What follows belongs to an exercise in optimizing a design on an open flow for small area; a production flow would make more cautious choices. Function was checked by simulation only, so behaviour that the tests miss may differ from the original. Power figures rest on the tool's default switching activity, not on a simulated workload.

==> flow/design.v (excerpt) <==
module register_file
#(
  parameter int unsigned DATA_WIDTH = register_file_pkg::REG_DATA_WIDTH,
  parameter int unsigned ADDR_WIDTH = register_file_pkg::REG_ADDR_WIDTH
) (
  input  logic                  clock,
  input  logic                  reset_n,
  input  logic [ADDR_WIDTH-1:0] address_s1,
  input  logic [ADDR_WIDTH-1:0] address_s2,
  input  logic [ADDR_WIDTH-1:0] address_d,
  input  logic [DATA_WIDTH-1:0] data_dval,
  input  logic                  write_enable,
  output logic [DATA_WIDTH-1:0] data_s1val,
  output logic [DATA_WIDTH-1:0] data_s2val
);
  localparam int unsigned DEPTH = 2**ADDR_WIDTH;
  logic [DEPTH-1:0][DATA_WIDTH-1:0] regs_view;
  logic [DATA_WIDTH-1:0]            wdata;
  assign regs_view[0] = '0;
  assign wdata        = data_dval & {DATA_WIDTH{reset_n}};
  for (genvar g = 1; g < DEPTH; g++) begin : g_reg
    logic [DATA_WIDTH-1:0] q;
    logic [DATA_WIDTH-1:0] d;
    logic                  en;
  ...
clock: 6.0 ns
lec_check: 0
cap_margin: 20
core_margin: 2
core_utilization: 65
cts_cluster_diameter: 80
cts_cluster_size: 30
slew_margin: 20
synth_hierarchical: 1
run.sh (not shown) runs the stock make flow with config.mk's settings and CLKGATE_MAP_FILE= SYNTH_SCRIPT=/design/flow/synth_recipe.tcl, a recipe that flattens the netlist after the stock synthesis.
The first run completed and failed the layout checks on setup timing.
Then changed:
==> flow/flow/run.sh (new file) <==
#!/bin/bash
# The standard ORFS layout (standard.sh), with these changes:
#  - ports are buffered with plain sky130_fd_sc_hd__buf_1 cells instead of the
#    delay cell buffer_ports picks by default;
#  - CTS does not add dummy loads to balance the tree;
#  - after global-route timing repair, non-critical cells are downsized
#    (ORFS's RECOVER_POWER step).
set -euo pipefail
export BUFFER_PORTS_ARGS="-buffer_cell sky130_fd_sc_hd__buf_1"
export CTS_ARGS="-sink_clustering_enable -repair_clock_nets -dont_use_dummy_load -sink_clustering_size 30 -sink_clustering_max_diameter 80"
export RECOVER_POWER=100
bash standard.sh > standard.log 2>&1
==> flow/standard.sh (new file) <==
#!/bin/bash
# synth_recipe.tcl (not shown) runs the flow's synth.tcl, then flattens the netlist and writes it again
# the make line also repeats each setting of config.mk as NAME=value (left out here)
make -C /OpenROAD-flow-scripts/flow DESIGN_CONFIG=/design/flow/config.mk WORK_HOME=/design/flow/orfs CLKGATE_MAP_FILE= SYNTH_SCRIPT=/design/flow/synth_recipe.tcl "${@:-finish}"
Settings changed: CAP_MARGIN 20 to 0, CORE_UTILIZATION 65 to 50, SETUP_SLACK_MARGIN set to 0.05, SLEW_MARGIN 20 to 0.
removed: flow/run.sh
What happened:
- The changed run completed, yet does not pass: capacitance limit, slew limit
- sequential power barely changes
- wire length came out higher by a few percent
- die area rises by a quarter to a third
- cell area shrinks by a few percent
- worst setup slack improved by 0.30 ns
- global-route usage goes down by 9.0 points
- final cell count is higher by a few percent
Then changed:
==> flow/flow/run.sh (replaced) <==
#!/bin/bash
# The standard ORFS layout (standard.sh), with two changes:
#  - ports are buffered with plain sky130_fd_sc_hd__buf_1 cells instead of the
#    delay cell buffer_ports picks by default;
#  - CTS does not add dummy loads to balance the tree.
set -euo pipefail
export BUFFER_PORTS_ARGS="-buffer_cell sky130_fd_sc_hd__buf_1"
export CTS_ARGS="-sink_clustering_enable -repair_clock_nets -dont_use_dummy_load -sink_clustering_size 30 -sink_clustering_max_diameter 80"
bash standard.sh > standard.log 2>&1
Settings changed: CAP_MARGIN 0 to 20, SETUP_SLACK_MARGIN 0.05 to 0.1, SLEW_MARGIN 0 to 20.
After rerunning:
- Now the flow finished clean
- via count hardly moves
- routed wire length fell by 0.35%
- utilization climbs by 0.35 points
- synthesized area is unchanged
- hold slack improves by 0.0068 ns
- global-route usage is about the same
Then changed:
==> flow/run.sh (new file) <==
#!/bin/bash
# synth_recipe.tcl (not shown) runs the flow's synth.tcl, then flattens the netlist and writes it again
# the make line also repeats each setting of config.mk as NAME=value (left out here)
make -C /OpenROAD-flow-scripts/flow DESIGN_CONFIG=/design/flow/config.mk WORK_HOME=/design/flow/orfs CLKGATE_MAP_FILE= SYNTH_SCRIPT=/design/flow/synth_recipe.tcl finish
Settings changed: SETUP_SLACK_MARGIN 0.1 to 0.25.
removed: flow/flow/run.sh
removed: flow/standard.sh
What happened: Worst setup slack got worse by 0.40 ns; routed wire length climbs by 1.0%; utilization is higher by 2.0 points; power goes up by 5.8%; clock-buffer cell count goes up by 11; global-route usage rises by 0.13 points; area after synthesis is unchanged; via count came out higher by 1.7%; critical path depth fell by 1.


Another version of the RTL of register_file (not shown whole).
Size: about 110 I/O pins, roughly 38000 um2 of cells after synthesis.
==> flow/config.mk <==
export PLATFORM = sky130hd
export DESIGN_NAME = register_file
export DESIGN_NICKNAME = register_file
export VERILOG_FILES = /design/flow/design.v
export SDC_FILE = /design/flow/constraint.sdc
export NUM_CORES = 4
export LEC_CHECK = 0
export CAP_MARGIN = 10
export CORE_MARGIN = 2
export CORE_UTILIZATION = 64
export CTS_CLUSTER_DIAMETER = 80
export CTS_CLUSTER_SIZE = 30
export SETUP_SLACK_MARGIN = 0.05
export SLEW_MARGIN = 10
export SYNTH_HIERARCHICAL = 1
==> flow/constraint.sdc <==
create_clock -name core_clock -period 6.0 [get_ports {clock}]
set_input_delay 1.2000 -clock core_clock [delete_from_list [all_inputs] [get_ports {clock}]]
set_output_delay 1.2000 -clock core_clock [all_outputs]
set_load 0.01 [all_outputs]
standard.sh (not shown) runs the stock make flow with config.mk's settings and CLKGATE_MAP_FILE= SYNTH_SCRIPT=/design/flow/synth_recipe.tcl, a recipe that flattens the netlist after the stock synthesis.
==> flow/flow/run.sh <==
#!/bin/bash
# The standard ORFS layout (standard.sh), with these changes:
#  - ports are buffered with plain sky130_fd_sc_hd__buf_1 cells instead of the
#    delay cell buffer_ports picks by default;
#  - CTS does not add dummy loads to balance the tree.
set -euo pipefail
export BUFFER_PORTS_ARGS="-buffer_cell sky130_fd_sc_hd__buf_1"
export CTS_ARGS="-sink_clustering_enable -repair_clock_nets -dont_use_dummy_load -sink_clustering_size 30 -sink_clustering_max_diameter 80"
bash standard.sh > standard.log 2>&1
The starting point finished with max-capacitance violations, max-slew violations left.
Then changed:
CAP_MARGIN = 20   (was 10)
CORE_UTILIZATION = 58   (was 64)
SLEW_MARGIN = 20   (was 10)
Now the flow finished clean.
Hold slack stays flat.
Power increases slightly.
Routed wire length increases slightly.
Then changed:
CAP_MARGIN = 10   (was 20)
SLEW_MARGIN = 10   (was 20)
=> The new run completed without violations. Maximum frequency drops by about 0.9%. Setup slack degrades by 0.049 ns. Count of clock-buffer cells in the layout does not change. Routed wire length is higher by about 0.4%. Sequential share of layout area stays flat. Synthesized cell count does not change. Global-route usage grows by 0.14 points.


== zinc ==
register_file, a different RTL version from the one above (not shown whole).
Size in the first run: roughly 3100 cells after synthesis, roughly 0.038 mm² of cells after synthesis.
clock: 6.0 ns
lec_check: 0
cap_margin: 20
core_margin: 2
core_utilization: 50
cts_cluster_diameter: 80
cts_cluster_size: 30
setup_slack_margin: 0.05
slew_margin: 20
synth_hierarchical: 1
Scripts as last shown in full above: flow/flow/run.sh
diff inputs: zinc => umber
Settings: swapping 50 for 58 in CORE_UTILIZATION.
Results
Diff zinc -> umber | global routing met2 resource utilization | increase of 4.9 points
Looking at layout clock buffer count, umber sits 4 lower than zinc does.
umber has more setup slack than zinc.
data_s1val[14] as the termination of the worst setup path was reported by zinc, and data_s2val[1] by umber.
The final-stage net count was comparable across zinc and umber.
umber finished every step from synthesis to the final layout, and the layout passed the timing, design-rule and antenna checks.
STATUS detailed placer's ending HPWL: umber wins against zinc
umber — worst hold-check slack 0.015 ns lower, zinc as reference


## the baseline
Another version of the RTL of register_file (not shown whole).
Size in the first run: about 3100 cells after synthesis, roughly 110 I/O pins, ~38000 um^2 of cells after synthesis.
clock: 6.0 ns
lec_check: 0
cap_margin: 20
core_margin: 2
core_utilization: 40
slew_margin: 20
synth_hierarchical: 1
run.sh (not shown) runs the stock make flow with config.mk's settings and CLKGATE_MAP_FILE= SYNTH_SCRIPT=/design/flow/synth_recipe.tcl, a recipe that flattens the netlist after the stock synthesis.
Stock flow here: none of the scripts above is used.
In the baseline the implementation ran to completion but is not tape-out ready, as the final checks report negative setup slack.
Setup changes, the baseline to the candidate
- putting SETUP_SLACK_MARGIN at 0.05 where nothing was set
- swapping 20 for 0 in SLEW_MARGIN
- putting CTS_CLUSTER_SIZE at 30 where nothing was set
- swapping 20 for 0 in CAP_MARGIN
- putting CTS_CLUSTER_DIAMETER at 80 where nothing was set
- swapping 40 for 50 in CORE_UTILIZATION
==> flow/flow/run.sh (new file) <==
#!/bin/bash
# The standard ORFS layout (standard.sh), with these changes:
#  - ports are buffered with plain sky130_fd_sc_hd__buf_1 cells instead of the
#    delay cell buffer_ports picks by default;
#  - CTS does not add dummy loads to balance the tree;
#  - after global-route timing repair, non-critical cells are downsized
#    (ORFS's RECOVER_POWER step).
set -euo pipefail
export BUFFER_PORTS_ARGS="-buffer_cell sky130_fd_sc_hd__buf_1"
export CTS_ARGS="-sink_clustering_enable -repair_clock_nets -dont_use_dummy_load -sink_clustering_size 30 -sink_clustering_max_diameter 80"
export RECOVER_POWER=100
bash standard.sh > standard.log 2>&1
==> flow/standard.sh (new file) <==
#!/bin/bash
# synth_recipe.tcl (not shown) runs the flow's synth.tcl, then flattens the netlist and writes it again
# the make line also repeats each setting of config.mk as NAME=value (left out here)
make -C /OpenROAD-flow-scripts/flow DESIGN_CONFIG=/design/flow/config.mk WORK_HOME=/design/flow/orfs CLKGATE_MAP_FILE= SYNTH_SCRIPT=/design/flow/synth_recipe.tcl "${@:-finish}"
removed: flow/run.sh
### Flow results
- Of the baseline and the candidate, the higher y dimension of the die belongs to the baseline.
- The candidate ran in full, but the layout does not pass; the checks complain about max-capacitance violations, max-slew violations.
- In the reports for the baseline and the candidate, the smaller final cell count belongs to the candidate.
- For count of placed standard cells including taps, dividing the value from the candidate by the value from the baseline gives 0.933.

[afterwards: timing with drivers on the ports]
No port has a modelled driver above. Below, the same layouts with a new extraction and two added sets of constraints. Step 1 (the two cells are an assumption about what drives the block):
set clk [get_ports {clock}]
set_driving_cell -lib_cell sky130_fd_sc_hd__clkbuf_16 $clk
set_driving_cell -lib_cell sky130_fd_sc_hd__buf_2 [delete_from_list [all_inputs] $clk]
Step 2 adds t to the input delays and takes it off the output delays; t is the mean of the earliest and latest rising clock arrival at the registers after step 1. Input paths then give back, and output paths get back, about the clock's delay inside the block. Slacks: no drivers / after step 1 / after step 2; pairs: no drivers / after step 1.
run	t (ns)	setup slack, ns	worst setup path at the end	worst register clock-pin slew, ns	worst data-port slew with drivers (ns)
the first run of note 1	0.706	-0.057 / -0.115 / -0.115	input to output	0.12 / 0.12	0.13
the second run of note 1	0.701	0.242 / 0.129 / -0.283	input to register	0.12 / 0.12	0.13
the third run of note 1	0.705	0.546 / 0.424 / 0.424	input to output	0.12 / 0.12	0.13
the fourth run of note 1	0.717	0.143 / 0.080 / 0.080	input to output	0.12 / 0.12	0.14
the first run of note 2	0.709	0.438 / 0.408 / 0.408	input to output	0.12 / 0.12	0.14
the second run of note 2	0.696	0.361 / 0.315 / 0.315	input to output	0.12 / 0.12	0.12
the third run of note 2	0.710	0.313 / 0.284 / 0.284	input to output	0.12 / 0.12	0.12
zinc	0.705	0.319 / 0.284 / 0.284	input to output	0.12 / 0.12	0.10
umber	0.712	0.652 / 0.602 / 0.602	input to output	0.12 / 0.12	0.12
the baseline	0.754	-0.070 / -0.095 / -0.095	input to output	0.07 / 0.07	0.15
the candidate	0.705	0.198 / 0.164 / -0.231	input to register	0.12 / 0.12	0.12
The setup slack of the second run of note 1, which loses most, moves by -0.113 ns with the drivers and by -0.525 ns with both steps.
